This is an optimization exercise on Yosys and OpenROAD, whose aim is small area and a short achievable clock period, not a production implementation. No functional check of the RTL was part of this run. Power figures rest on the tool's default switching activity, not on a simulated workload.

[flow/design.v]
package coproc_pkg;
  parameter int operand_w   = 16;    
  parameter int word_w      = 32;    
  parameter int mult_stages = 3;     
  parameter int cold_pulse_ext  = 6;
  parameter int warm_pulse_ext  = 2;
  parameter int debug_pulse_ext = 32;
  parameter int uptime_w = 32;    
  parameter int led_w    = 10;    
  typedef enum logic {
    pulse_idle   = 1'b0,
    pulse_active = 1'b1    
  } pulse_state_t;
endpackage
import coproc_pkg::*;
module pulse_timer #(
  parameter int pulse_ext = cold_pulse_ext    
) (
  input  logic CLOCK_50,
  input  logic hps_fpga_reset_n,
  input  logic load,       
  output logic expired     
);
  localparam int cnt_w = (pulse_ext > 1) ? $clog2(pulse_ext) : 1;
  localparam logic [cnt_w-1:0] load_val = cnt_w'(pulse_ext - 1);
  logic [cnt_w-1:0] cnt_q;
  always_ff @(posedge CLOCK_50 or negedge hps_fpga_reset_n) begin
    if (!hps_fpga_reset_n) begin
      cnt_q <= '0;
    end else if (load) begin
      cnt_q <= load_val;                
    end else if (cnt_q != '0) begin
      cnt_q <= cnt_q - 1'b1;            
    end
  end
  assign expired = (cnt_q == '0) && !load;
endmodule
import coproc_pkg::*;
module reset_req_fsm #(
  parameter int pulse_ext = cold_pulse_ext    
) (
  input  logic CLOCK_50,
  input  logic hps_fpga_reset_n,
  input  logic req,       
  output logic pulse      
);
  logic         req_q;       
  logic         req_prev;    
  logic         rise;
  logic         load;        
  logic         expired;     
  coproc_pkg::pulse_state_t state_q;
  coproc_pkg::pulse_state_t state_d;
  always_ff @(posedge CLOCK_50 or negedge hps_fpga_reset_n) begin
    if (!hps_fpga_reset_n) begin
      req_q    <= 1'b0;
      req_prev <= 1'b0;
    end else begin
      req_q    <= req;        
      req_prev <= req_q;
    end
  end
  assign rise = req_q && !req_prev;    
  always_comb begin
    state_d = state_q;
    case (state_q)
      pulse_idle: begin
        if (rise) state_d = pulse_active;
      end
      pulse_active: begin
        if (expired) state_d = pulse_idle;
      end
      default: state_d = pulse_idle;
    endcase
  end
  always_ff @(posedge CLOCK_50 or negedge hps_fpga_reset_n) begin
    if (!hps_fpga_reset_n) begin
      state_q <= pulse_idle;
    end else begin
      state_q <= state_d;
    end
  end
  assign load  = (state_q == pulse_idle) && rise;
  assign pulse = (state_q == pulse_active);
  pulse_timer #(
    .pulse_ext (pulse_ext)
  ) timer_inst (
    .CLOCK_50         (CLOCK_50),
    .hps_fpga_reset_n (hps_fpga_reset_n),
    .load             (load),
    .expired          (expired)
  );
endmodule
import coproc_pkg::*;
module mult_pipe #(
  parameter int stages = mult_stages    
) (
  input  logic              CLOCK_50,
  input  logic              hps_fpga_reset_n,
  input  logic [word_w-1:0] in_readdata,
  input  logic              in_waitrequest,
  output logic              in_read,
  output logic [word_w-1:0] out_writedata,
  output logic              out_write,
  input  logic              out_waitrequest
);
  logic              stall;
  logic [2:0]        vld_q;           
  logic [15:0]       op_b;            
  logic [16:0]       b_ext;           
  logic [15:0]       a_q;
  logic [7:0]        one_q, two_q, neg_q;
  logic              one8_q;
  logic [7:0]        one_d, two_d, neg_d;
  logic [73:0]       s1_d, s1_q;
  logic [27:0]       x2, y2;
  logic [word_w-1:0] p_d, p_q;
  assign stall   = out_waitrequest;
  assign in_read = !in_waitrequest && !stall;
  always_ff @(posedge CLOCK_50 or negedge hps_fpga_reset_n) begin
    if (!hps_fpga_reset_n) begin
      vld_q <= '0;
    end else if (!stall) begin
      vld_q <= {vld_q[1:0], in_read};
    end
  end
  assign op_b  = in_readdata[word_w-1:operand_w];
  assign b_ext = {op_b, 1'b0};
  always_comb begin
    for (int i = 0; i < 8; i++) begin
      one_d[i] = b_ext[2*i+1] ^ b_ext[2*i];
      two_d[i] = (b_ext[2*i+2] & !b_ext[2*i+1] & !b_ext[2*i]) |
                 (!b_ext[2*i+2] & b_ext[2*i+1] & b_ext[2*i]);
      neg_d[i] = b_ext[2*i+2];
    end
  end
  logic pp1;
  logic pp2;
  logic pp3;
  logic pp4;
  logic pp5;
  logic pp6;
  logic pp7;
  logic pp8;
  logic pp9;
  logic pp10;
  logic pp11;
  logic pp12;
  logic pp13;
  logic pp14;
  logic pp15;
  logic pp16;
  logic pp17;
  logic ns18;
  logic pp19;
  logic pp20;
  logic pp21;
  logic pp22;
  logic pp23;
  logic pp24;
  logic pp25;
  logic pp26;
  logic pp27;
  logic pp28;
  logic pp29;
  logic pp30;
  logic pp31;
  logic pp32;
  logic pp33;
  logic pp34;
  logic pp35;
  logic ns36;
  logic pp37;
  logic pp38;
  logic pp39;
  logic pp40;
  logic pp41;
  logic pp42;
  logic pp43;
  logic pp44;
  logic pp45;
  logic pp46;
  logic pp47;
  logic pp48;
  logic pp49;
  logic pp50;
  logic pp51;
  logic pp52;
  logic pp53;
  logic ns54;
  logic pp55;
  logic pp56;
  logic pp57;
  logic pp58;
  logic pp59;
  logic pp60;
  logic pp61;
  logic pp62;
  logic pp63;
  logic pp64;
  logic pp65;
  logic pp66;
  logic pp67;
  logic pp68;
  logic pp69;
  logic pp70;
  logic pp71;
  logic ns72;
  logic pp73;
  logic pp74;
  logic pp75;
  logic pp76;
  logic pp77;
  logic pp78;
  logic pp79;
  logic pp80;
  logic pp81;
  logic pp82;
  logic pp83;
  logic pp84;
  logic pp85;
  logic pp86;
  logic pp87;
  logic pp88;
  logic pp89;
  logic ns90;
  logic pp91;
  logic pp92;
  logic pp93;
  logic pp94;
  logic pp95;
  logic pp96;
  logic pp97;
  logic pp98;
  logic pp99;
  logic pp100;
  logic pp101;
  logic pp102;
  logic pp103;
  logic pp104;
  logic pp105;
  logic pp106;
  logic pp107;
  logic ns108;
  logic pp109;
  logic pp110;
  logic pp111;
  logic pp112;
  logic pp113;
  logic pp114;
  logic pp115;
  logic pp116;
  logic pp117;
  logic pp118;
  logic pp119;
  logic pp120;
  logic pp121;
  logic pp122;
  logic pp123;
  logic pp124;
  logic pp125;
  logic ns126;
  logic pp127;
  logic pp128;
  logic pp129;
  logic pp130;
  logic pp131;
  logic pp132;
  logic pp133;
  logic pp134;
  logic pp135;
  logic pp136;
  logic pp137;
  logic pp138;
  logic pp139;
  logic pp140;
  logic pp141;
  logic pp142;
  logic pp143;
  logic ns144;
  logic pp145;
  logic pp146;
  logic pp147;
  logic pp148;
  logic pp149;
  logic pp150;
  logic pp151;
  logic pp152;
  logic pp153;
  logic pp154;
  logic pp155;
  logic pp156;
  logic pp157;
  logic pp158;
  logic pp159;
  logic pp160;
  logic s161;
  logic c162;
  logic s163;
  logic c164;
  logic s165;
  logic c166;
  logic s167;
  logic c168;
  logic s169;
  logic c170;
  logic s171;
  logic c172;
  logic s173;
  logic c174;
  logic s175;
  logic c176;
  logic s177;
  logic c178;
  logic s179;
  logic c180;
  logic s181;
  logic c182;
  logic s183;
  logic c184;
  logic s185;
  logic c186;
  logic s187;
  logic c188;
  logic s189;
  logic c190;
  logic s191;
  logic c192;
  logic s193;
  logic c194;
  logic s195;
  logic c196;
  logic s197;
  logic c198;
  logic s199;
  logic c200;
  logic s201;
  logic c202;
  logic s203;
  logic c204;
  logic s205;
  logic c206;
  logic s207;
  logic c208;
  logic s209;
  logic c210;
  logic s211;
  logic c212;
  logic s213;
  logic c214;
  logic s215;
  logic c216;
  logic s217;
  logic c218;
  logic s219;
  logic c220;
  logic s221;
  logic c222;
  logic s223;
  logic c224;
  logic s225;
  logic c226;
  logic s227;
  logic c228;
  logic s229;
  logic c230;
  logic s231;
  logic c232;
  logic s233;
  logic c234;
  logic s235;
  logic c236;
  logic s237;
  logic c238;
  logic s239;
  logic c240;
  logic s241;
  logic c242;
  logic s243;
  logic c244;
  logic s245;
  logic c246;
  logic s247;
  logic c248;
  logic s249;
  logic c250;
  logic s251;
  logic c252;
  logic s253;
  logic c254;
  logic s255;
  logic c256;
  logic s257;
  logic c258;
  logic s259;
  logic c260;
  logic s261;
  logic c262;
  logic s263;
  logic c264;
  logic s265;
  logic c266;
  logic s267;
  logic c268;
  logic s269;
  logic c270;
  logic s271;
  logic c272;
  logic s273;
  logic c274;
  logic s275;
  logic c276;
  logic s277;
  logic c278;
  logic s279;
  logic c280;
  logic s281;
  logic c282;
  logic s283;
  logic c284;
  logic s285;
  logic c286;
  logic s287;
  logic c288;
  logic s289;
  logic c290;
  logic s291;
  logic c292;
  logic s293;
  logic c294;
  logic s295;
  logic c296;
  logic s297;
  logic c298;
  logic s299;
  logic c300;
  logic s301;
  logic c302;
  logic s303;
  logic c304;
  logic s305;
  logic c306;
  logic s307;
  logic c308;
  logic s309;
  logic c310;
  logic s311;
  logic c312;
  logic s313;
  logic c314;
  logic s315;
  logic c316;
  logic s317;
  logic c318;
  logic s319;
  logic c320;
  logic s321;
  logic c322;
  logic s323;
  logic c324;
  logic s325;
  logic c326;
  logic s327;
  logic c328;
  logic s329;
  logic c330;
  logic s331;
  logic c332;
  logic s333;
  logic c334;
  logic s335;
  logic c336;
  logic s337;
  logic c338;
  logic s339;
  logic c340;
  logic s341;
  logic c342;
  logic s343;
  logic c344;
  logic s345;
  logic c346;
  logic s347;
  logic c348;
  logic s349;
  logic c350;
  logic s351;
  logic c352;
  logic s353;
  logic c354;
  logic s355;
  logic c356;
  logic s357;
  logic c358;
  logic s359;
  logic c360;
  logic s361;
  logic c362;
  logic s363;
  logic c364;
  logic s365;
  logic c366;
  logic s367;
  logic c368;
  logic s369;
  logic c370;
  logic s371;
  logic c372;
  logic s373;
  logic c374;
  logic s375;
  logic c376;
  logic s377;
  logic c378;
  logic s379;
  logic c380;
  logic s381;
  logic c382;
  logic s383;
  logic c384;
  logic s385;
  logic c386;
  logic s387;
  logic c388;
  logic s389;
  logic c390;
  logic s391;
  logic c392;
  logic s393;
  logic c394;
  logic s395;
  logic c396;
  logic s397;
  logic c398;
  logic s399;
  logic c400;
  logic s401;
  logic c402;
  logic s403;
  logic c404;
  logic s405;
  logic c406;
  logic s407;
  logic c408;
  logic s409;
  logic c410;
  logic s411;
  logic c412;
  logic s415;
  logic c416;
  logic s417;
  logic c418;
  logic s419;
  logic c420;
  logic s421;
  logic c422;
  logic s423;
  logic c424;
  logic s425;
  logic c426;
  logic s427;
  logic c428;
  logic s429;
  logic c430;
  logic s431;
  logic c432;
  logic s433;
  logic c434;
  logic s435;
  logic c436;
  logic s437;
  logic c438;
  logic s439;
  logic c440;
  logic s441;
  logic c442;
  logic s443;
  logic c444;
  logic s445;
  logic c446;
  logic s447;
  logic c448;
  logic s449;
  logic c450;
  logic s451;
  logic c452;
  logic s453;
  logic c454;
  logic s455;
  logic c456;
  logic s457;
  logic c458;
  logic s459;
  logic c460;
  logic s461;
  logic c462;
  logic s463;
  logic c464;
  logic s465;
  logic c466;
  logic s467;
  logic c468;
  logic s469;
  logic c470;
  logic s471;
  logic c472;
  logic s473;
  logic c474;
  logic s475;
  logic c476;
  logic s477;
  logic c478;
  logic s479;
  logic c480;
  logic s481;
  logic c482;
  logic s483;
  logic c484;
  logic s485;
  logic c486;
  logic s487;
  logic c488;
  logic s489;
  logic c490;
  logic s491;
  logic c492;
  logic s493;
  logic c494;
  assign pp1 = ((one_q[0] & a_q[0])) ^ neg_q[0];
  assign pp2 = ((one_q[0] & a_q[1]) | (two_q[0] & a_q[0])) ^ neg_q[0];
  assign pp3 = ((one_q[0] & a_q[2]) | (two_q[0] & a_q[1])) ^ neg_q[0];
  assign pp4 = ((one_q[0] & a_q[3]) | (two_q[0] & a_q[2])) ^ neg_q[0];
  assign pp5 = ((one_q[0] & a_q[4]) | (two_q[0] & a_q[3])) ^ neg_q[0];
  assign pp6 = ((one_q[0] & a_q[5]) | (two_q[0] & a_q[4])) ^ neg_q[0];
  assign pp7 = ((one_q[0] & a_q[6]) | (two_q[0] & a_q[5])) ^ neg_q[0];
  assign pp8 = ((one_q[0] & a_q[7]) | (two_q[0] & a_q[6])) ^ neg_q[0];
  assign pp9 = ((one_q[0] & a_q[8]) | (two_q[0] & a_q[7])) ^ neg_q[0];
  assign pp10 = ((one_q[0] & a_q[9]) | (two_q[0] & a_q[8])) ^ neg_q[0];
  assign pp11 = ((one_q[0] & a_q[10]) | (two_q[0] & a_q[9])) ^ neg_q[0];
  assign pp12 = ((one_q[0] & a_q[11]) | (two_q[0] & a_q[10])) ^ neg_q[0];
  assign pp13 = ((one_q[0] & a_q[12]) | (two_q[0] & a_q[11])) ^ neg_q[0];
  assign pp14 = ((one_q[0] & a_q[13]) | (two_q[0] & a_q[12])) ^ neg_q[0];
  assign pp15 = ((one_q[0] & a_q[14]) | (two_q[0] & a_q[13])) ^ neg_q[0];
  assign pp16 = ((one_q[0] & a_q[15]) | (two_q[0] & a_q[14])) ^ neg_q[0];
  assign pp17 = ((two_q[0] & a_q[15])) ^ neg_q[0];
  assign ns18 = ~neg_q[0];
  assign pp19 = ((one_q[1] & a_q[0])) ^ neg_q[1];
  assign pp20 = ((one_q[1] & a_q[1]) | (two_q[1] & a_q[0])) ^ neg_q[1];
  assign pp21 = ((one_q[1] & a_q[2]) | (two_q[1] & a_q[1])) ^ neg_q[1];
  assign pp22 = ((one_q[1] & a_q[3]) | (two_q[1] & a_q[2])) ^ neg_q[1];
  assign pp23 = ((one_q[1] & a_q[4]) | (two_q[1] & a_q[3])) ^ neg_q[1];
  assign pp24 = ((one_q[1] & a_q[5]) | (two_q[1] & a_q[4])) ^ neg_q[1];
  assign pp25 = ((one_q[1] & a_q[6]) | (two_q[1] & a_q[5])) ^ neg_q[1];
  assign pp26 = ((one_q[1] & a_q[7]) | (two_q[1] & a_q[6])) ^ neg_q[1];
  assign pp27 = ((one_q[1] & a_q[8]) | (two_q[1] & a_q[7])) ^ neg_q[1];
  assign pp28 = ((one_q[1] & a_q[9]) | (two_q[1] & a_q[8])) ^ neg_q[1];
  assign pp29 = ((one_q[1] & a_q[10]) | (two_q[1] & a_q[9])) ^ neg_q[1];
  assign pp30 = ((one_q[1] & a_q[11]) | (two_q[1] & a_q[10])) ^ neg_q[1];
  assign pp31 = ((one_q[1] & a_q[12]) | (two_q[1] & a_q[11])) ^ neg_q[1];
  assign pp32 = ((one_q[1] & a_q[13]) | (two_q[1] & a_q[12])) ^ neg_q[1];
  assign pp33 = ((one_q[1] & a_q[14]) | (two_q[1] & a_q[13])) ^ neg_q[1];
  assign pp34 = ((one_q[1] & a_q[15]) | (two_q[1] & a_q[14])) ^ neg_q[1];
  assign pp35 = ((two_q[1] & a_q[15])) ^ neg_q[1];
  assign ns36 = ~neg_q[1];
  assign pp37 = ((one_q[2] & a_q[0])) ^ neg_q[2];
  assign pp38 = ((one_q[2] & a_q[1]) | (two_q[2] & a_q[0])) ^ neg_q[2];
  assign pp39 = ((one_q[2] & a_q[2]) | (two_q[2] & a_q[1])) ^ neg_q[2];
  assign pp40 = ((one_q[2] & a_q[3]) | (two_q[2] & a_q[2])) ^ neg_q[2];
  assign pp41 = ((one_q[2] & a_q[4]) | (two_q[2] & a_q[3])) ^ neg_q[2];
  assign pp42 = ((one_q[2] & a_q[5]) | (two_q[2] & a_q[4])) ^ neg_q[2];
  assign pp43 = ((one_q[2] & a_q[6]) | (two_q[2] & a_q[5])) ^ neg_q[2];
  assign pp44 = ((one_q[2] & a_q[7]) | (two_q[2] & a_q[6])) ^ neg_q[2];
  assign pp45 = ((one_q[2] & a_q[8]) | (two_q[2] & a_q[7])) ^ neg_q[2];
  assign pp46 = ((one_q[2] & a_q[9]) | (two_q[2] & a_q[8])) ^ neg_q[2];
  assign pp47 = ((one_q[2] & a_q[10]) | (two_q[2] & a_q[9])) ^ neg_q[2];
  assign pp48 = ((one_q[2] & a_q[11]) | (two_q[2] & a_q[10])) ^ neg_q[2];
  assign pp49 = ((one_q[2] & a_q[12]) | (two_q[2] & a_q[11])) ^ neg_q[2];
  assign pp50 = ((one_q[2] & a_q[13]) | (two_q[2] & a_q[12])) ^ neg_q[2];
  assign pp51 = ((one_q[2] & a_q[14]) | (two_q[2] & a_q[13])) ^ neg_q[2];
  assign pp52 = ((one_q[2] & a_q[15]) | (two_q[2] & a_q[14])) ^ neg_q[2];
  assign pp53 = ((two_q[2] & a_q[15])) ^ neg_q[2];
  assign ns54 = ~neg_q[2];
  assign pp55 = ((one_q[3] & a_q[0])) ^ neg_q[3];
  assign pp56 = ((one_q[3] & a_q[1]) | (two_q[3] & a_q[0])) ^ neg_q[3];
  assign pp57 = ((one_q[3] & a_q[2]) | (two_q[3] & a_q[1])) ^ neg_q[3];
  assign pp58 = ((one_q[3] & a_q[3]) | (two_q[3] & a_q[2])) ^ neg_q[3];
  assign pp59 = ((one_q[3] & a_q[4]) | (two_q[3] & a_q[3])) ^ neg_q[3];
  assign pp60 = ((one_q[3] & a_q[5]) | (two_q[3] & a_q[4])) ^ neg_q[3];
  assign pp61 = ((one_q[3] & a_q[6]) | (two_q[3] & a_q[5])) ^ neg_q[3];
  assign pp62 = ((one_q[3] & a_q[7]) | (two_q[3] & a_q[6])) ^ neg_q[3];
  assign pp63 = ((one_q[3] & a_q[8]) | (two_q[3] & a_q[7])) ^ neg_q[3];
  assign pp64 = ((one_q[3] & a_q[9]) | (two_q[3] & a_q[8])) ^ neg_q[3];
  assign pp65 = ((one_q[3] & a_q[10]) | (two_q[3] & a_q[9])) ^ neg_q[3];
  assign pp66 = ((one_q[3] & a_q[11]) | (two_q[3] & a_q[10])) ^ neg_q[3];
  assign pp67 = ((one_q[3] & a_q[12]) | (two_q[3] & a_q[11])) ^ neg_q[3];
  assign pp68 = ((one_q[3] & a_q[13]) | (two_q[3] & a_q[12])) ^ neg_q[3];
  assign pp69 = ((one_q[3] & a_q[14]) | (two_q[3] & a_q[13])) ^ neg_q[3];
  assign pp70 = ((one_q[3] & a_q[15]) | (two_q[3] & a_q[14])) ^ neg_q[3];
  assign pp71 = ((two_q[3] & a_q[15])) ^ neg_q[3];
  assign ns72 = ~neg_q[3];
  assign pp73 = ((one_q[4] & a_q[0])) ^ neg_q[4];
  assign pp74 = ((one_q[4] & a_q[1]) | (two_q[4] & a_q[0])) ^ neg_q[4];
  assign pp75 = ((one_q[4] & a_q[2]) | (two_q[4] & a_q[1])) ^ neg_q[4];
  assign pp76 = ((one_q[4] & a_q[3]) | (two_q[4] & a_q[2])) ^ neg_q[4];
  assign pp77 = ((one_q[4] & a_q[4]) | (two_q[4] & a_q[3])) ^ neg_q[4];
  assign pp78 = ((one_q[4] & a_q[5]) | (two_q[4] & a_q[4])) ^ neg_q[4];
  assign pp79 = ((one_q[4] & a_q[6]) | (two_q[4] & a_q[5])) ^ neg_q[4];
  assign pp80 = ((one_q[4] & a_q[7]) | (two_q[4] & a_q[6])) ^ neg_q[4];
  assign pp81 = ((one_q[4] & a_q[8]) | (two_q[4] & a_q[7])) ^ neg_q[4];
  assign pp82 = ((one_q[4] & a_q[9]) | (two_q[4] & a_q[8])) ^ neg_q[4];
  assign pp83 = ((one_q[4] & a_q[10]) | (two_q[4] & a_q[9])) ^ neg_q[4];
  assign pp84 = ((one_q[4] & a_q[11]) | (two_q[4] & a_q[10])) ^ neg_q[4];
  assign pp85 = ((one_q[4] & a_q[12]) | (two_q[4] & a_q[11])) ^ neg_q[4];
  assign pp86 = ((one_q[4] & a_q[13]) | (two_q[4] & a_q[12])) ^ neg_q[4];
  assign pp87 = ((one_q[4] & a_q[14]) | (two_q[4] & a_q[13])) ^ neg_q[4];
  assign pp88 = ((one_q[4] & a_q[15]) | (two_q[4] & a_q[14])) ^ neg_q[4];
  assign pp89 = ((two_q[4] & a_q[15])) ^ neg_q[4];
  assign ns90 = ~neg_q[4];
  assign pp91 = ((one_q[5] & a_q[0])) ^ neg_q[5];
  assign pp92 = ((one_q[5] & a_q[1]) | (two_q[5] & a_q[0])) ^ neg_q[5];
  assign pp93 = ((one_q[5] & a_q[2]) | (two_q[5] & a_q[1])) ^ neg_q[5];
  assign pp94 = ((one_q[5] & a_q[3]) | (two_q[5] & a_q[2])) ^ neg_q[5];
  assign pp95 = ((one_q[5] & a_q[4]) | (two_q[5] & a_q[3])) ^ neg_q[5];
  assign pp96 = ((one_q[5] & a_q[5]) | (two_q[5] & a_q[4])) ^ neg_q[5];
  assign pp97 = ((one_q[5] & a_q[6]) | (two_q[5] & a_q[5])) ^ neg_q[5];
  assign pp98 = ((one_q[5] & a_q[7]) | (two_q[5] & a_q[6])) ^ neg_q[5];
  assign pp99 = ((one_q[5] & a_q[8]) | (two_q[5] & a_q[7])) ^ neg_q[5];
  assign pp100 = ((one_q[5] & a_q[9]) | (two_q[5] & a_q[8])) ^ neg_q[5];
  assign pp101 = ((one_q[5] & a_q[10]) | (two_q[5] & a_q[9])) ^ neg_q[5];
  assign pp102 = ((one_q[5] & a_q[11]) | (two_q[5] & a_q[10])) ^ neg_q[5];
  assign pp103 = ((one_q[5] & a_q[12]) | (two_q[5] & a_q[11])) ^ neg_q[5];
  assign pp104 = ((one_q[5] & a_q[13]) | (two_q[5] & a_q[12])) ^ neg_q[5];
  assign pp105 = ((one_q[5] & a_q[14]) | (two_q[5] & a_q[13])) ^ neg_q[5];
  assign pp106 = ((one_q[5] & a_q[15]) | (two_q[5] & a_q[14])) ^ neg_q[5];
  assign pp107 = ((two_q[5] & a_q[15])) ^ neg_q[5];
  assign ns108 = ~neg_q[5];
  assign pp109 = ((one_q[6] & a_q[0])) ^ neg_q[6];
  assign pp110 = ((one_q[6] & a_q[1]) | (two_q[6] & a_q[0])) ^ neg_q[6];
  assign pp111 = ((one_q[6] & a_q[2]) | (two_q[6] & a_q[1])) ^ neg_q[6];
  assign pp112 = ((one_q[6] & a_q[3]) | (two_q[6] & a_q[2])) ^ neg_q[6];
  assign pp113 = ((one_q[6] & a_q[4]) | (two_q[6] & a_q[3])) ^ neg_q[6];
  assign pp114 = ((one_q[6] & a_q[5]) | (two_q[6] & a_q[4])) ^ neg_q[6];
  assign pp115 = ((one_q[6] & a_q[6]) | (two_q[6] & a_q[5])) ^ neg_q[6];
  assign pp116 = ((one_q[6] & a_q[7]) | (two_q[6] & a_q[6])) ^ neg_q[6];
  assign pp117 = ((one_q[6] & a_q[8]) | (two_q[6] & a_q[7])) ^ neg_q[6];
  assign pp118 = ((one_q[6] & a_q[9]) | (two_q[6] & a_q[8])) ^ neg_q[6];
  assign pp119 = ((one_q[6] & a_q[10]) | (two_q[6] & a_q[9])) ^ neg_q[6];
  assign pp120 = ((one_q[6] & a_q[11]) | (two_q[6] & a_q[10])) ^ neg_q[6];
  assign pp121 = ((one_q[6] & a_q[12]) | (two_q[6] & a_q[11])) ^ neg_q[6];
  assign pp122 = ((one_q[6] & a_q[13]) | (two_q[6] & a_q[12])) ^ neg_q[6];
  assign pp123 = ((one_q[6] & a_q[14]) | (two_q[6] & a_q[13])) ^ neg_q[6];
  assign pp124 = ((one_q[6] & a_q[15]) | (two_q[6] & a_q[14])) ^ neg_q[6];
  assign pp125 = ((two_q[6] & a_q[15])) ^ neg_q[6];
  assign ns126 = ~neg_q[6];
  assign pp127 = ((one_q[7] & a_q[0])) ^ neg_q[7];
  assign pp128 = ((one_q[7] & a_q[1]) | (two_q[7] & a_q[0])) ^ neg_q[7];
  assign pp129 = ((one_q[7] & a_q[2]) | (two_q[7] & a_q[1])) ^ neg_q[7];
  assign pp130 = ((one_q[7] & a_q[3]) | (two_q[7] & a_q[2])) ^ neg_q[7];
  assign pp131 = ((one_q[7] & a_q[4]) | (two_q[7] & a_q[3])) ^ neg_q[7];
  assign pp132 = ((one_q[7] & a_q[5]) | (two_q[7] & a_q[4])) ^ neg_q[7];
  assign pp133 = ((one_q[7] & a_q[6]) | (two_q[7] & a_q[5])) ^ neg_q[7];
  assign pp134 = ((one_q[7] & a_q[7]) | (two_q[7] & a_q[6])) ^ neg_q[7];
  assign pp135 = ((one_q[7] & a_q[8]) | (two_q[7] & a_q[7])) ^ neg_q[7];
  assign pp136 = ((one_q[7] & a_q[9]) | (two_q[7] & a_q[8])) ^ neg_q[7];
  assign pp137 = ((one_q[7] & a_q[10]) | (two_q[7] & a_q[9])) ^ neg_q[7];
  assign pp138 = ((one_q[7] & a_q[11]) | (two_q[7] & a_q[10])) ^ neg_q[7];
  assign pp139 = ((one_q[7] & a_q[12]) | (two_q[7] & a_q[11])) ^ neg_q[7];
  assign pp140 = ((one_q[7] & a_q[13]) | (two_q[7] & a_q[12])) ^ neg_q[7];
  assign pp141 = ((one_q[7] & a_q[14]) | (two_q[7] & a_q[13])) ^ neg_q[7];
  assign pp142 = ((one_q[7] & a_q[15]) | (two_q[7] & a_q[14])) ^ neg_q[7];
  assign pp143 = ((two_q[7] & a_q[15])) ^ neg_q[7];
  assign ns144 = ~neg_q[7];
  assign pp145 = one8_q & a_q[0];
  assign pp146 = one8_q & a_q[1];
  assign pp147 = one8_q & a_q[2];
  assign pp148 = one8_q & a_q[3];
  assign pp149 = one8_q & a_q[4];
  assign pp150 = one8_q & a_q[5];
  assign pp151 = one8_q & a_q[6];
  assign pp152 = one8_q & a_q[7];
  assign pp153 = one8_q & a_q[8];
  assign pp154 = one8_q & a_q[9];
  assign pp155 = one8_q & a_q[10];
  assign pp156 = one8_q & a_q[11];
  assign pp157 = one8_q & a_q[12];
  assign pp158 = one8_q & a_q[13];
  assign pp159 = one8_q & a_q[14];
  assign pp160 = one8_q & a_q[15];
  assign s161 = ~ns18;
  assign c162 = ns18;
  assign s163 = ~pp147;
  assign c164 = pp147;
  mult_ha u_s165 (.a(neg_q[5]), .b(pp11), .s(s165), .co(c166));
  mult_ha u_s167 (.a(pp12), .b(pp28), .s(s167), .co(c168));
  mult_fa u_s169 (.a(neg_q[6]), .b(pp13), .c(pp29), .s(s169), .co(c170));
  mult_ha u_s171 (.a(pp45), .b(pp61), .s(s171), .co(c172));
  mult_fa u_s173 (.a(pp14), .b(pp30), .c(pp46), .s(s173), .co(c174));
  mult_ha u_s175 (.a(pp62), .b(pp78), .s(s175), .co(c176));
  mult_fa u_s177 (.a(neg_q[7]), .b(pp15), .c(pp31), .s(s177), .co(c178));
  mult_fa u_s179 (.a(pp47), .b(pp63), .c(pp79), .s(s179), .co(c180));
  mult_ha u_s181 (.a(pp95), .b(pp111), .s(s181), .co(c182));
  mult_fa u_s183 (.a(pp16), .b(pp32), .c(pp48), .s(s183), .co(c184));
  mult_fa u_s185 (.a(pp64), .b(pp80), .c(pp96), .s(s185), .co(c186));
  mult_ha u_s187 (.a(pp112), .b(pp128), .s(s187), .co(c188));
  mult_fa u_s189 (.a(pp145), .b(pp17), .c(pp33), .s(s189), .co(c190));
  mult_fa u_s191 (.a(pp49), .b(pp65), .c(pp81), .s(s191), .co(c192));
  mult_fa u_s193 (.a(pp97), .b(pp113), .c(pp129), .s(s193), .co(c194));
  mult_fa u_s195 (.a(pp146), .b(s161), .c(pp34), .s(s195), .co(c196));
  mult_fa u_s197 (.a(pp50), .b(pp66), .c(pp82), .s(s197), .co(c198));
  mult_fa u_s199 (.a(pp98), .b(pp114), .c(pp130), .s(s199), .co(c200));
  mult_fa u_s201 (.a(c162), .b(pp35), .c(pp51), .s(s201), .co(c202));
  mult_fa u_s203 (.a(pp67), .b(pp83), .c(pp99), .s(s203), .co(c204));
  mult_fa u_s205 (.a(pp115), .b(pp131), .c(s163), .s(s205), .co(c206));
  mult_fa u_s207 (.a(ns36), .b(pp148), .c(c164), .s(s207), .co(c208));
  mult_fa u_s209 (.a(pp52), .b(pp68), .c(pp84), .s(s209), .co(c210));
  mult_fa u_s211 (.a(pp100), .b(pp116), .c(pp132), .s(s211), .co(c212));
  assign s213 = ~(pp149 ^ pp53);
  assign c214 = pp149 | pp53;
  mult_fa u_s215 (.a(pp69), .b(pp85), .c(pp101), .s(s215), .co(c216));
  mult_ha u_s217 (.a(pp117), .b(pp133), .s(s217), .co(c218));
  mult_fa u_s219 (.a(ns54), .b(pp150), .c(pp70), .s(s219), .co(c220));
  mult_fa u_s221 (.a(pp86), .b(pp102), .c(pp118), .s(s221), .co(c222));
  assign s223 = ~(pp151 ^ pp71);
  assign c224 = pp151 | pp71;
  mult_ha u_s225 (.a(pp87), .b(pp103), .s(s225), .co(c226));
  mult_fa u_s227 (.a(ns72), .b(pp152), .c(pp88), .s(s227), .co(c228));
  assign s229 = ~pp153;
  assign c230 = pp153;
  mult_ha u_s231 (.a(neg_q[3]), .b(pp7), .s(s231), .co(c232));
  mult_ha u_s233 (.a(pp8), .b(pp24), .s(s233), .co(c234));
  mult_fa u_s235 (.a(neg_q[4]), .b(pp9), .c(pp25), .s(s235), .co(c236));
  mult_ha u_s237 (.a(pp41), .b(pp57), .s(s237), .co(c238));
  mult_fa u_s239 (.a(pp10), .b(pp26), .c(pp42), .s(s239), .co(c240));
  mult_ha u_s241 (.a(pp58), .b(pp74), .s(s241), .co(c242));
  mult_fa u_s243 (.a(pp27), .b(pp43), .c(pp59), .s(s243), .co(c244));
  mult_fa u_s245 (.a(pp75), .b(pp91), .c(s165), .s(s245), .co(c246));
  mult_fa u_s247 (.a(pp44), .b(pp60), .c(pp76), .s(s247), .co(c248));
  mult_fa u_s249 (.a(pp92), .b(c166), .c(s167), .s(s249), .co(c250));
  mult_fa u_s251 (.a(pp77), .b(pp93), .c(pp109), .s(s251), .co(c252));
  mult_fa u_s253 (.a(c168), .b(s171), .c(s169), .s(s253), .co(c254));
  mult_fa u_s255 (.a(pp94), .b(pp110), .c(c172), .s(s255), .co(c256));
  mult_fa u_s257 (.a(s175), .b(c170), .c(s173), .s(s257), .co(c258));
  mult_fa u_s259 (.a(pp127), .b(c176), .c(s181), .s(s259), .co(c260));
  mult_fa u_s261 (.a(c174), .b(s177), .c(s179), .s(s261), .co(c262));
  mult_fa u_s263 (.a(c182), .b(s187), .c(c178), .s(s263), .co(c264));
  mult_fa u_s265 (.a(c180), .b(s183), .c(s185), .s(s265), .co(c266));
  mult_fa u_s267 (.a(c188), .b(c184), .c(c186), .s(s267), .co(c268));
  mult_fa u_s269 (.a(s189), .b(s191), .c(s193), .s(s269), .co(c270));
  mult_fa u_s271 (.a(c190), .b(c192), .c(c194), .s(s271), .co(c272));
  mult_fa u_s273 (.a(s195), .b(s197), .c(s199), .s(s273), .co(c274));
  mult_fa u_s275 (.a(c196), .b(c198), .c(c200), .s(s275), .co(c276));
  mult_fa u_s277 (.a(s201), .b(s203), .c(s205), .s(s277), .co(c278));
  mult_fa u_s279 (.a(c202), .b(c204), .c(s207), .s(s279), .co(c280));
  mult_fa u_s281 (.a(c206), .b(s209), .c(s211), .s(s281), .co(c282));
  mult_fa u_s283 (.a(s217), .b(c208), .c(c210), .s(s283), .co(c284));
  mult_fa u_s285 (.a(c212), .b(s213), .c(s215), .s(s285), .co(c286));
  mult_fa u_s287 (.a(pp134), .b(c218), .c(c214), .s(s287), .co(c288));
  mult_fa u_s289 (.a(c216), .b(s219), .c(s221), .s(s289), .co(c290));
  mult_fa u_s291 (.a(pp119), .b(pp135), .c(s225), .s(s291), .co(c292));
  mult_fa u_s293 (.a(c220), .b(c222), .c(s223), .s(s293), .co(c294));
  mult_fa u_s295 (.a(pp104), .b(pp120), .c(pp136), .s(s295), .co(c296));
  mult_fa u_s297 (.a(c226), .b(c224), .c(s227), .s(s297), .co(c298));
  mult_fa u_s299 (.a(pp89), .b(pp105), .c(pp121), .s(s299), .co(c300));
  mult_fa u_s301 (.a(pp137), .b(s229), .c(c228), .s(s301), .co(c302));
  mult_fa u_s303 (.a(ns90), .b(pp154), .c(c230), .s(s303), .co(c304));
  mult_fa u_s305 (.a(pp106), .b(pp122), .c(pp138), .s(s305), .co(c306));
  assign s307 = ~(pp155 ^ pp107);
  assign c308 = pp155 | pp107;
  mult_ha u_s309 (.a(pp123), .b(pp139), .s(s309), .co(c310));
  mult_fa u_s311 (.a(ns108), .b(pp156), .c(pp124), .s(s311), .co(c312));
  assign s313 = ~pp157;
  assign c314 = pp157;
  mult_ha u_s315 (.a(neg_q[2]), .b(pp5), .s(s315), .co(c316));
  mult_ha u_s317 (.a(pp6), .b(pp22), .s(s317), .co(c318));
  mult_fa u_s319 (.a(pp23), .b(pp39), .c(pp55), .s(s319), .co(c320));
  mult_fa u_s321 (.a(pp40), .b(pp56), .c(c232), .s(s321), .co(c322));
  mult_fa u_s323 (.a(pp73), .b(c234), .c(s237), .s(s323), .co(c324));
  mult_fa u_s325 (.a(c238), .b(s241), .c(c236), .s(s325), .co(c326));
  mult_fa u_s327 (.a(c242), .b(c240), .c(s243), .s(s327), .co(c328));
  mult_fa u_s329 (.a(c244), .b(s247), .c(c246), .s(s329), .co(c330));
  mult_fa u_s331 (.a(c248), .b(s251), .c(c250), .s(s331), .co(c332));
  mult_fa u_s333 (.a(c252), .b(s255), .c(c254), .s(s333), .co(c334));
  mult_fa u_s335 (.a(c256), .b(s259), .c(c258), .s(s335), .co(c336));
  mult_fa u_s337 (.a(c260), .b(c262), .c(s263), .s(s337), .co(c338));
  mult_fa u_s339 (.a(c264), .b(c266), .c(s267), .s(s339), .co(c340));
  mult_fa u_s341 (.a(c268), .b(c270), .c(s271), .s(s341), .co(c342));
  mult_fa u_s343 (.a(c272), .b(c274), .c(s275), .s(s343), .co(c344));
  mult_fa u_s345 (.a(c276), .b(s279), .c(c278), .s(s345), .co(c346));
  mult_fa u_s347 (.a(c280), .b(c282), .c(s283), .s(s347), .co(c348));
  mult_fa u_s349 (.a(c284), .b(c286), .c(s287), .s(s349), .co(c350));
  mult_fa u_s351 (.a(s291), .b(c288), .c(c290), .s(s351), .co(c352));
  mult_fa u_s353 (.a(s295), .b(c292), .c(c294), .s(s353), .co(c354));
  mult_fa u_s355 (.a(c296), .b(s299), .c(c298), .s(s355), .co(c356));
  mult_fa u_s357 (.a(c300), .b(s303), .c(s305), .s(s357), .co(c358));
  mult_fa u_s359 (.a(s309), .b(c304), .c(c306), .s(s359), .co(c360));
  mult_fa u_s361 (.a(pp140), .b(c310), .c(c308), .s(s361), .co(c362));
  mult_fa u_s363 (.a(pp125), .b(pp141), .c(s313), .s(s363), .co(c364));
  mult_fa u_s365 (.a(ns126), .b(pp158), .c(c314), .s(s365), .co(c366));
  assign s367 = ~pp159;
  assign c368 = pp159;
  mult_ha u_s369 (.a(neg_q[1]), .b(pp3), .s(s369), .co(c370));
  mult_ha u_s371 (.a(pp4), .b(pp20), .s(s371), .co(c372));
  mult_fa u_s373 (.a(pp21), .b(pp37), .c(s315), .s(s373), .co(c374));
  mult_fa u_s375 (.a(pp38), .b(c316), .c(s317), .s(s375), .co(c376));
  mult_fa u_s377 (.a(c318), .b(s231), .c(s319), .s(s377), .co(c378));
  mult_fa u_s379 (.a(s233), .b(c320), .c(s321), .s(s379), .co(c380));
  mult_fa u_s381 (.a(s235), .b(c322), .c(s323), .s(s381), .co(c382));
  mult_fa u_s383 (.a(s239), .b(c324), .c(s325), .s(s383), .co(c384));
  mult_fa u_s385 (.a(s245), .b(c326), .c(s327), .s(s385), .co(c386));
  mult_fa u_s387 (.a(s249), .b(c328), .c(s329), .s(s387), .co(c388));
  mult_fa u_s389 (.a(s253), .b(c330), .c(s331), .s(s389), .co(c390));
  mult_ha u_s391 (.a(c302), .b(s357), .s(s391), .co(c392));
  mult_fa u_s393 (.a(s307), .b(c358), .c(s359), .s(s393), .co(c394));
  mult_fa u_s395 (.a(s311), .b(c360), .c(s361), .s(s395), .co(c396));
  mult_fa u_s397 (.a(c312), .b(s363), .c(c362), .s(s397), .co(c398));
  mult_fa u_s399 (.a(pp142), .b(s365), .c(c364), .s(s399), .co(c400));
  mult_fa u_s401 (.a(pp143), .b(s367), .c(c366), .s(s401), .co(c402));
  mult_fa u_s403 (.a(ns144), .b(pp160), .c(c368), .s(s403), .co(c404));
  mult_ha u_s405 (.a(neg_q[0]), .b(pp1), .s(s405), .co(c406));
  mult_ha u_s407 (.a(pp2), .b(c406), .s(s407), .co(c408));
  mult_fa u_s409 (.a(pp19), .b(s369), .c(c408), .s(s409), .co(c410));
  mult_fa u_s411 (.a(c370), .b(s371), .c(c410), .s(s411), .co(c412));
  assign s1_d = {s403, c402, s401, c400, s399, c398, s397, c396, s395, c394, s393, c392, c356, s391, s355, c354, s301, s353, c352, s297, s351, c350, s293, s349, c348, s289, s347, c346, s285, s345, c344, s281, s343, c342, s277, s341, c340, s273, s339, c338, s269, s337, c336, s265, s335, c334, s261, s333, c332, s257, c390, s389, c388, s387, c386, s385, c384, s383, c382, s381, c380, s379, c378, s377, c376, s375, c374, c412, s373, c372, s411, s409, s407, s405};
  mult_ha u_s415 (.a(s1_q[23]), .b(s1_q[24]), .s(s415), .co(c416));
  mult_ha u_s417 (.a(s1_q[27]), .b(s1_q[28]), .s(s417), .co(c418));
  mult_ha u_s419 (.a(s1_q[30]), .b(s1_q[31]), .s(s419), .co(c420));
  mult_ha u_s421 (.a(s1_q[33]), .b(s1_q[34]), .s(s421), .co(c422));
  mult_ha u_s423 (.a(s1_q[36]), .b(s1_q[37]), .s(s423), .co(c424));
  mult_ha u_s425 (.a(s1_q[39]), .b(s1_q[40]), .s(s425), .co(c426));
  mult_ha u_s427 (.a(s1_q[42]), .b(s1_q[43]), .s(s427), .co(c428));
  mult_ha u_s429 (.a(s1_q[45]), .b(s1_q[46]), .s(s429), .co(c430));
  mult_ha u_s431 (.a(s1_q[48]), .b(s1_q[49]), .s(s431), .co(c432));
  mult_ha u_s433 (.a(s1_q[51]), .b(s1_q[52]), .s(s433), .co(c434));
  mult_ha u_s435 (.a(s1_q[54]), .b(s1_q[55]), .s(s435), .co(c436));
  mult_ha u_s437 (.a(s1_q[57]), .b(s1_q[58]), .s(s437), .co(c438));
  mult_ha u_s439 (.a(s1_q[4]), .b(s1_q[5]), .s(s439), .co(c440));
  mult_ha u_s441 (.a(s1_q[7]), .b(s1_q[8]), .s(s441), .co(c442));
  mult_ha u_s443 (.a(s1_q[9]), .b(s1_q[10]), .s(s443), .co(c444));
  mult_ha u_s445 (.a(s1_q[11]), .b(s1_q[12]), .s(s445), .co(c446));
  mult_ha u_s447 (.a(s1_q[13]), .b(s1_q[14]), .s(s447), .co(c448));
  mult_ha u_s449 (.a(s1_q[15]), .b(s1_q[16]), .s(s449), .co(c450));
  mult_ha u_s451 (.a(s1_q[17]), .b(s1_q[18]), .s(s451), .co(c452));
  mult_ha u_s453 (.a(s1_q[19]), .b(s1_q[20]), .s(s453), .co(c454));
  mult_ha u_s455 (.a(s1_q[21]), .b(s1_q[22]), .s(s455), .co(c456));
  mult_fa u_s457 (.a(s1_q[25]), .b(s1_q[26]), .c(s415), .s(s457), .co(c458));
  mult_fa u_s459 (.a(s1_q[29]), .b(c416), .c(s417), .s(s459), .co(c460));
  mult_fa u_s461 (.a(s1_q[32]), .b(c418), .c(s419), .s(s461), .co(c462));
  mult_fa u_s463 (.a(s1_q[35]), .b(c420), .c(s421), .s(s463), .co(c464));
  mult_fa u_s465 (.a(s1_q[38]), .b(c422), .c(s423), .s(s465), .co(c466));
  mult_fa u_s467 (.a(s1_q[41]), .b(c424), .c(s425), .s(s467), .co(c468));
  mult_fa u_s469 (.a(s1_q[44]), .b(c426), .c(s427), .s(s469), .co(c470));
  mult_fa u_s471 (.a(s1_q[47]), .b(c428), .c(s429), .s(s471), .co(c472));
  mult_fa u_s473 (.a(s1_q[50]), .b(c430), .c(s431), .s(s473), .co(c474));
  mult_fa u_s475 (.a(s1_q[53]), .b(c432), .c(s433), .s(s475), .co(c476));
  mult_fa u_s477 (.a(s1_q[56]), .b(c434), .c(s435), .s(s477), .co(c478));
  mult_fa u_s479 (.a(s1_q[59]), .b(c436), .c(s437), .s(s479), .co(c480));
  mult_fa u_s481 (.a(s1_q[60]), .b(s1_q[61]), .c(c438), .s(s481), .co(c482));
  mult_ha u_s483 (.a(s1_q[62]), .b(s1_q[63]), .s(s483), .co(c484));
  mult_ha u_s485 (.a(s1_q[64]), .b(s1_q[65]), .s(s485), .co(c486));
  mult_ha u_s487 (.a(s1_q[66]), .b(s1_q[67]), .s(s487), .co(c488));
  mult_ha u_s489 (.a(s1_q[68]), .b(s1_q[69]), .s(s489), .co(c490));
  mult_ha u_s491 (.a(s1_q[70]), .b(s1_q[71]), .s(s491), .co(c492));
  mult_ha u_s493 (.a(s1_q[72]), .b(s1_q[73]), .s(s493), .co(c494));
  assign x2  = {c492, c490, c488, c486, c484, c482, c480, c478, c476, c474, c472, c470, c468, c466, c464, c462, c460, c458, c456, c454, c452, c450, c448, c446, c444, c442, c440, s439};
  assign y2  = {s493, s491, s489, s487, s485, s483, s481, s479, s477, s475, s473, s471, s469, s467, s465, s463, s461, s459, s457, s455, s453, s451, s449, s447, s445, s443, s441, s1_q[6]};
  assign p_d = {x2 + y2, {s1_q[3], s1_q[2], s1_q[1], s1_q[0]}};
  always_ff @(posedge CLOCK_50) begin
    if (!stall) begin
      a_q    <= in_readdata[operand_w-1:0];
      one_q  <= one_d;
      two_q  <= two_d;
      neg_q  <= neg_d;
      one8_q <= op_b[15];
      s1_q   <= s1_d;
      p_q    <= p_d;
    end
  end
  assign out_write     = vld_q[2];
  assign out_writedata = p_q;
endmodule
module mult_fa (
  input  logic a,
  input  logic b,
  input  logic c,
  output logic s,
  output logic co
);
  assign s  = a ^ b ^ c;
  assign co = (a & b) | (c & (a ^ b));
endmodule
module mult_ha (
  input  logic a,
  input  logic b,
  output logic s,
  output logic co
);
  assign s  = a ^ b;
  assign co = a & b;
endmodule
import coproc_pkg::*;
module coproc_top (
  input  logic                CLOCK_50,
  input  logic                hps_fpga_reset_n,
  input  logic [word_w-1:0]   in_readdata,
  input  logic                in_waitrequest,
  output logic                in_read,
  output logic [word_w-1:0]   out_writedata,
  output logic                out_write,
  input  logic                out_waitrequest,
  input  logic [2:0]          reset_req,
  output logic                cold_reset,
  output logic                warm_reset,
  output logic                debug_reset,
  output logic [uptime_w-1:0] status_count,
  output logic [led_w-1:0]    ledr
);
  logic [uptime_w-1:0] uptime_q;    
  mult_pipe #(
    .stages (mult_stages)
  ) mult_inst (
    .CLOCK_50         (CLOCK_50),
    .hps_fpga_reset_n (hps_fpga_reset_n),
    .in_readdata      (in_readdata),
    .in_waitrequest   (in_waitrequest),
    .in_read          (in_read),
    .out_writedata    (out_writedata),
    .out_write        (out_write),
    .out_waitrequest  (out_waitrequest)
  );
  reset_req_fsm #(
    .pulse_ext (cold_pulse_ext)
  ) cold_req_inst (
    .CLOCK_50         (CLOCK_50),
    .hps_fpga_reset_n (hps_fpga_reset_n),
    .req              (reset_req[0]),
    .pulse            (cold_reset)
  );
  reset_req_fsm #(
    .pulse_ext (warm_pulse_ext)
  ) warm_req_inst (
    .CLOCK_50         (CLOCK_50),
    .hps_fpga_reset_n (hps_fpga_reset_n),
    .req              (reset_req[1]),
    .pulse            (warm_reset)
  );
  reset_req_fsm #(
    .pulse_ext (debug_pulse_ext)
  ) debug_req_inst (
    .CLOCK_50         (CLOCK_50),
    .hps_fpga_reset_n (hps_fpga_reset_n),
    .req              (reset_req[2]),
    .pulse            (debug_reset)
  );
  always_ff @(posedge CLOCK_50 or negedge hps_fpga_reset_n) begin
    if (!hps_fpga_reset_n) begin
      uptime_q <= '0;
    end else begin
      uptime_q <= uptime_q + 1'b1;    
    end
  end
  assign status_count = uptime_q;                        
  assign ledr         = uptime_q[uptime_w-1 -: led_w];   
endmodule
[flow/flow/run.sh]
#!/bin/bash
# Layout flow: the standard ORFS flow, with the port buffers that the
# placement step inserts made from sky130_fd_sc_hd__buf_1, which the timing
# repair may then resize, instead of the delay-cell buffer the resizer picks.
set -euo pipefail
bash standard.sh "BUFFER_PORTS_ARGS=-buffer_cell sky130_fd_sc_hd__buf_1" finish > orfs_make.log 2>&1
[flow/standard.sh]
#!/bin/bash
# synth_recipe.tcl (not shown) runs the flow's synth.tcl, then flattens the netlist and writes it again
# the make line also repeats each setting of config.mk as NAME=value (left out here)
make -C /OpenROAD-flow-scripts/flow DESIGN_CONFIG=/design/flow/config.mk WORK_HOME=/design/flow/orfs CLKGATE_MAP_FILE= SYNTH_SCRIPT=/design/flow/synth_recipe.tcl "${@:-finish}"
[flow/config.mk]
export PLATFORM = sky130hd
export DESIGN_NAME = coproc_top
export DESIGN_NICKNAME = coproc_top
export VERILOG_FILES = /design/flow/design.v
export SDC_FILE = /design/flow/constraint.sdc
export NUM_CORES = 4
export LEC_CHECK = 0
export CAP_MARGIN = 20
export CORE_MARGIN = 2
export CORE_UTILIZATION = 55
export SETUP_SLACK_MARGIN = 3.6
export SLEW_MARGIN = 20
export SYNTH_HIERARCHICAL = 1
[flow/constraint.sdc]
create_clock -name core_clock -period 6.8 [get_ports {CLOCK_50}]
set_input_delay 1.3600 -clock core_clock [delete_from_list [all_inputs] [get_ports {CLOCK_50}]]
set_output_delay 1.3600 -clock core_clock [all_outputs]
set_load 0.01 [all_outputs]
==> run notes <==
[worst paths after layout]
path,start,end,cells past startpoint
min,debug_req_inst.req_q,debug_req_inst.req_prev,0
max,mult_inst.a_q[8],mult_inst.s1_q[22],6
max in group asynchronous,hps_fpga_reset_n,uptime_q[2],2
min reg2reg,debug_req_inst.req_q,debug_req_inst.req_prev,0
min in group asynchronous,hps_fpga_reset_n,debug_req_inst.timer_inst.cnt_q[3],2
max reg2reg,mult_inst.a_q[8],mult_inst.s1_q[22],6
[kinds of logic after synthesis]
logic type      Yosys count
xor+xnor                200
compound gates          215
simple gates            191
fa+ha+maj               193
mux                       3
flops                   199
buf+inv                 130
[routing by layer]
layer	track usage, %	up-vias	wire, um
met5	0	-	0
met4	5.551	0	360
met3	4.368	28	1902
met2	35.31	284	13160
met1	33.18	4285	13420
li1	-	4122	-
[Yosys stat by module (local to each module, per instance), a selection]
module / cells inside / area (um^2) / copies in the design / flip-flops and latches
mult_fa: 1 / 20.02 / 111 / 0
mult_ha: 1 / 12.51 / 47 / 0
coproc_top: 129 / 1528 / 1 / 32
[final cells by class]
cell class                      instances  area [um^2]  share of cell area, %
Multi-Input combinational cell        802         7686                  50.53
Sequential cell                       199         5710                  37.54
Timing Repair Buffer                  140        681.9                  4.483
Clock buffer                           17        425.4                  2.797
Tap cell                              330        412.9                  2.714
Clock inverter                         15        181.4                  1.193
Inverter                               29        112.6                 0.7403
[state kept, by name, summed over array words and instances, names as in the netlist, 5 cells and up]
register                         flops
mult_inst.neg_q                      7
mult_inst.p_q                       32
mult_inst.s1_q                      74
mult_inst.a_q                       16
mult_inst.two_q                      8
debug_req_inst.timer_inst.cnt_q      5
uptime_q                            32
mult_inst.one_q                      8
[power groups by stage]
stage / clock network, mW / logic, mW / registers [mW]
floorplan: 0 / 3.48 / 2.21
global placement: 0 / 4.52 / 2.29
detailed placement: 0 / 4.57 / 2.30
CTS: 1.05 / 4.59 / 2.28
global route: 1.10 / 5.26 / 2.30
finish: 1.02 / 4.61 / 2.26
[repair_timing]
action                                  CTS  global route
buffers inserted                          0            17
endpoints found under the setup margin   10             9
pin swaps                                 0             0
gates resized for setup                   2             2
[cell usage in the layout (no fill, tap or decap), drive strengths merged, types with 7 or more instances in the layout]
cell / n
and3: 15
fa: 112
o21ai: 28
a21oi: 30
nand3b: 8
clkbuf: 19
nor3b: 7
dfrtp: 53
a22oi: 120
nand3: 15
nor2b: 8
and2: 14
inv: 33
xor2: 20
nand2b: 9
clkinv: 9
nand2: 54
xnor2: 180
nor2: 23
nand4: 19
a21o: 14
buf: 138
edfxtp: 146
ha: 81
[metrics by stage]
stage	setup WS, ns	instances	total power, mW	hold slack (ns)
finish	3.642	1532	7.892	0.3786
global route	3.536	1532	8.665	0.3873
CTS	3.632	1515	7.925	0.3821
detailed placement	3.133	1483	6.869	0.3554
global placement	3.166	1483	6.815	0.3587
floorplan	2.940	1131	5.688	0.3443
==> results by group <==
Yosys
  – Number of cells produced by synthesis: 1131
  – FF+latch count, synth: 199
  – Number of enable-type register cells in the synthesized netlist: 146
  – Post-synthesis compound-gate area fraction: 10.94%
  – Mean instance size in the synthesized netlist: 12.34 um^2
  – Cell with the most instances after synthesis: sky130_fd_sc_hd__xnor2_1
  – Basic-gate share of the synthesized area counting and, or, nand and nor cells: 7.963%
  – Synthesized-area fraction occupied by adder cells: 23.33%
  – Xor/xnor cell area share of the yosys netlist: 12.55%
  – Post-synth net total: 1363
  – Commonest cells in the netlist: sky130_fd_sc_hd__xnor2_1, sky130_fd_sc_hd__edfxtp_1, sky130_fd_sc_hd__a22oi_1
  – Async set-or-reset flop fraction in the synthesized netlist: 26.63%
  – Cell taking the most area after synthesis: sky130_fd_sc_hd__edfxtp_1
  – Top FF cell, synth: sky130_fd_sc_hd__edfxtp_1
  – Post-synth design cell area: 13950 um^2
  – Post-synth top area share: 31.42%
  – Warning count from the yosys run: 14
  – Mux contribution to synthesized area: 0.2332%
  – Largest cells by area after synthesis: sky130_fd_sc_hd__edfxtp_1, sky130_fd_sc_hd__fa_1, sky130_fd_sc_hd__xnor2_1, sky130_fd_sc_hd__dfrtp_1, sky130_fd_sc_hd__ha_1
  – Number of distinct library cell variants in the gate-level netlist after synthesis: 62
  – Largest family of logic cells by synthesized area: adder cells
  – Sequential cell area fraction in the yosys report: 40.93%

Drt
  – Total via count after detailed routing: 8719
  – Routed WL: 28840 um
  – Length of the first detailed-routing pass in iterations: 6
  – Drc violations: 0
  – Drt via density: 5.691
  – Drt wl/cell: 18.83 um
  – Residual antenna-violating net count after detailed routing: 0
  – Number of design-rule violations left by the first detailed-router iteration: 700

Power and ir drop
  – Comb pwr share: 58.5%
  – Clock group share of total power: 12.9%
  – Internal power contribution: 4.519 mW
  – Power per cell area: 518.9 nW/um^2
  – Net Sw Frac: 42.74%
  – Relative contribution of sequential cells to total power: 28.6%
  – Maximum resistive drop on vdd: 263.7 uV
  – Reported leakage power: 5.815 nW
  – Net switching power of the design: 3.373 mW

Layout
  – Cell area after layout: 15210 um^2
  – Layout cell share with drive strength beyond 1: 7.072%
  – Ant diodes: 0
  – Core occupancy in the finished layout: 60.75%
  – Number of nets at the end of the flow: 1421
  – Area Overhead vs Synth: 9.021%
  – Layout filler cell count: 2058

Floorplan
  – Initial core utilization: 55.73%
  – Number of placement rows: 58
  – Overall die area: 26660 um^2
  – I/O pin count: 118
  – Die Wd: 163.3 um
  – Die H: 163.3 um
  – CORE AREA: 25040 um^2

STA
  – Max-Slew Margin vs Limit: 23.46%
  – Setup TNS: 0 ns
  – Peak clock frequency supported by timing: 0.3167 GHz
  – Worst slew pin tran: 1.148 ns
  – Period minus WS final: 3.158 ns
  – Hold violation count in the final report: 0
  – Final setup skew: 0.01802 ns
  – Max-slew violations: 0
  – Setup violators final: 0
  – Final worst path period share: 46.44%
  – Unrepaired setup endpoints after global routing: true

Clocking
  – Clock buffers created by TritonCTS: 17
  – Post-cts hold buffer count: 0
  – Later-pin clock latency in the skew report: 0.45 ns
  – CTS tree: done
  – # H-tree levels: 4
  – Maximum number of buffers from clock root to sink: 2
  – Clock tree root driver cell: sky130_fd_sc_hd__clkbuf_16
  – Clk slew on worst S/H paths: 0.08 ns
  – Clock Sink Count: 199

Worst setup path
  – CP Class: reg2reg
  – Maximum net fanout on the critical path: 17
  – Worst setup EP type: flop
  – Cell Chain, Critical Path: a22oi_1 -> xnor2_1 -> ha_1 -> fa_1 -> fa_1 -> fa_1
  – Crit start category: flop
  – Slowest stage cell on the critical path: sky130_fd_sc_hd__edfxtp_1
  – Cell mode on critical path: sky130_fd_sc_hd__fa_1
  – Crit path max-delay family: adder cells
  – Crit-path max cell delay: 0.89 ns
  – Worst reg2reg setup slack: 3.64 ns
  – Data required time of the critical path: 6.99 ns
  – Number of buffers and inverters on the critical path: 0
  – Crit path DAT: 3.35 ns

Global routing
  – Global-route wire length before repair: 47090 um
  – Combined global-route utilization of all metal layers: 22.74%
  – Initial antenna violation count: 0
  – Via count of the first global-routing pass: 8709
  – Pin count of the biggest net entering global routing: 91
  – Remaining global-route overflow: 0

Hold path
  – Tightest Hold Check Type: reg2reg

Flow run
  – Number of maximum-capacitance violations: 0

Placement
  – Placed standard-cell area: 14400 um^2
  – DP Wirelength: 19850 um
  – PortBufs: 117
  – GP Congestion: 0.8237

Outcome
  – Status: complete, no violations

==> port drivers added, routing unchanged <==
No port has a modelled driver above. Below, the same layout with a new extraction and two added sets of constraints.
Step 1: set_driving_cell puts a clkbuf_16 on CLOCK_50 and a buf_2 on each other input, an assumption about the parent block.
Step 2 adds t to the input delays and takes it off the output delays; t is the mean of the earliest and latest rising clock arrival at the registers after step 1. Input paths then give back, and output paths get back, about the clock's delay inside the block.
Slacks: ideal ports / drivers / drivers and shift; pairs: ideal ports / drivers.
t, ns: 0.486
setup WS [ns]: 3.642 / 3.624 / 3.447
clock arrival spread, ns: 0.020 / 0.019
After both steps setup and hold are still met in this run. For this run, drivers alone change the setup slack by -0.018 ns; drivers and shift together by -0.195 ns.
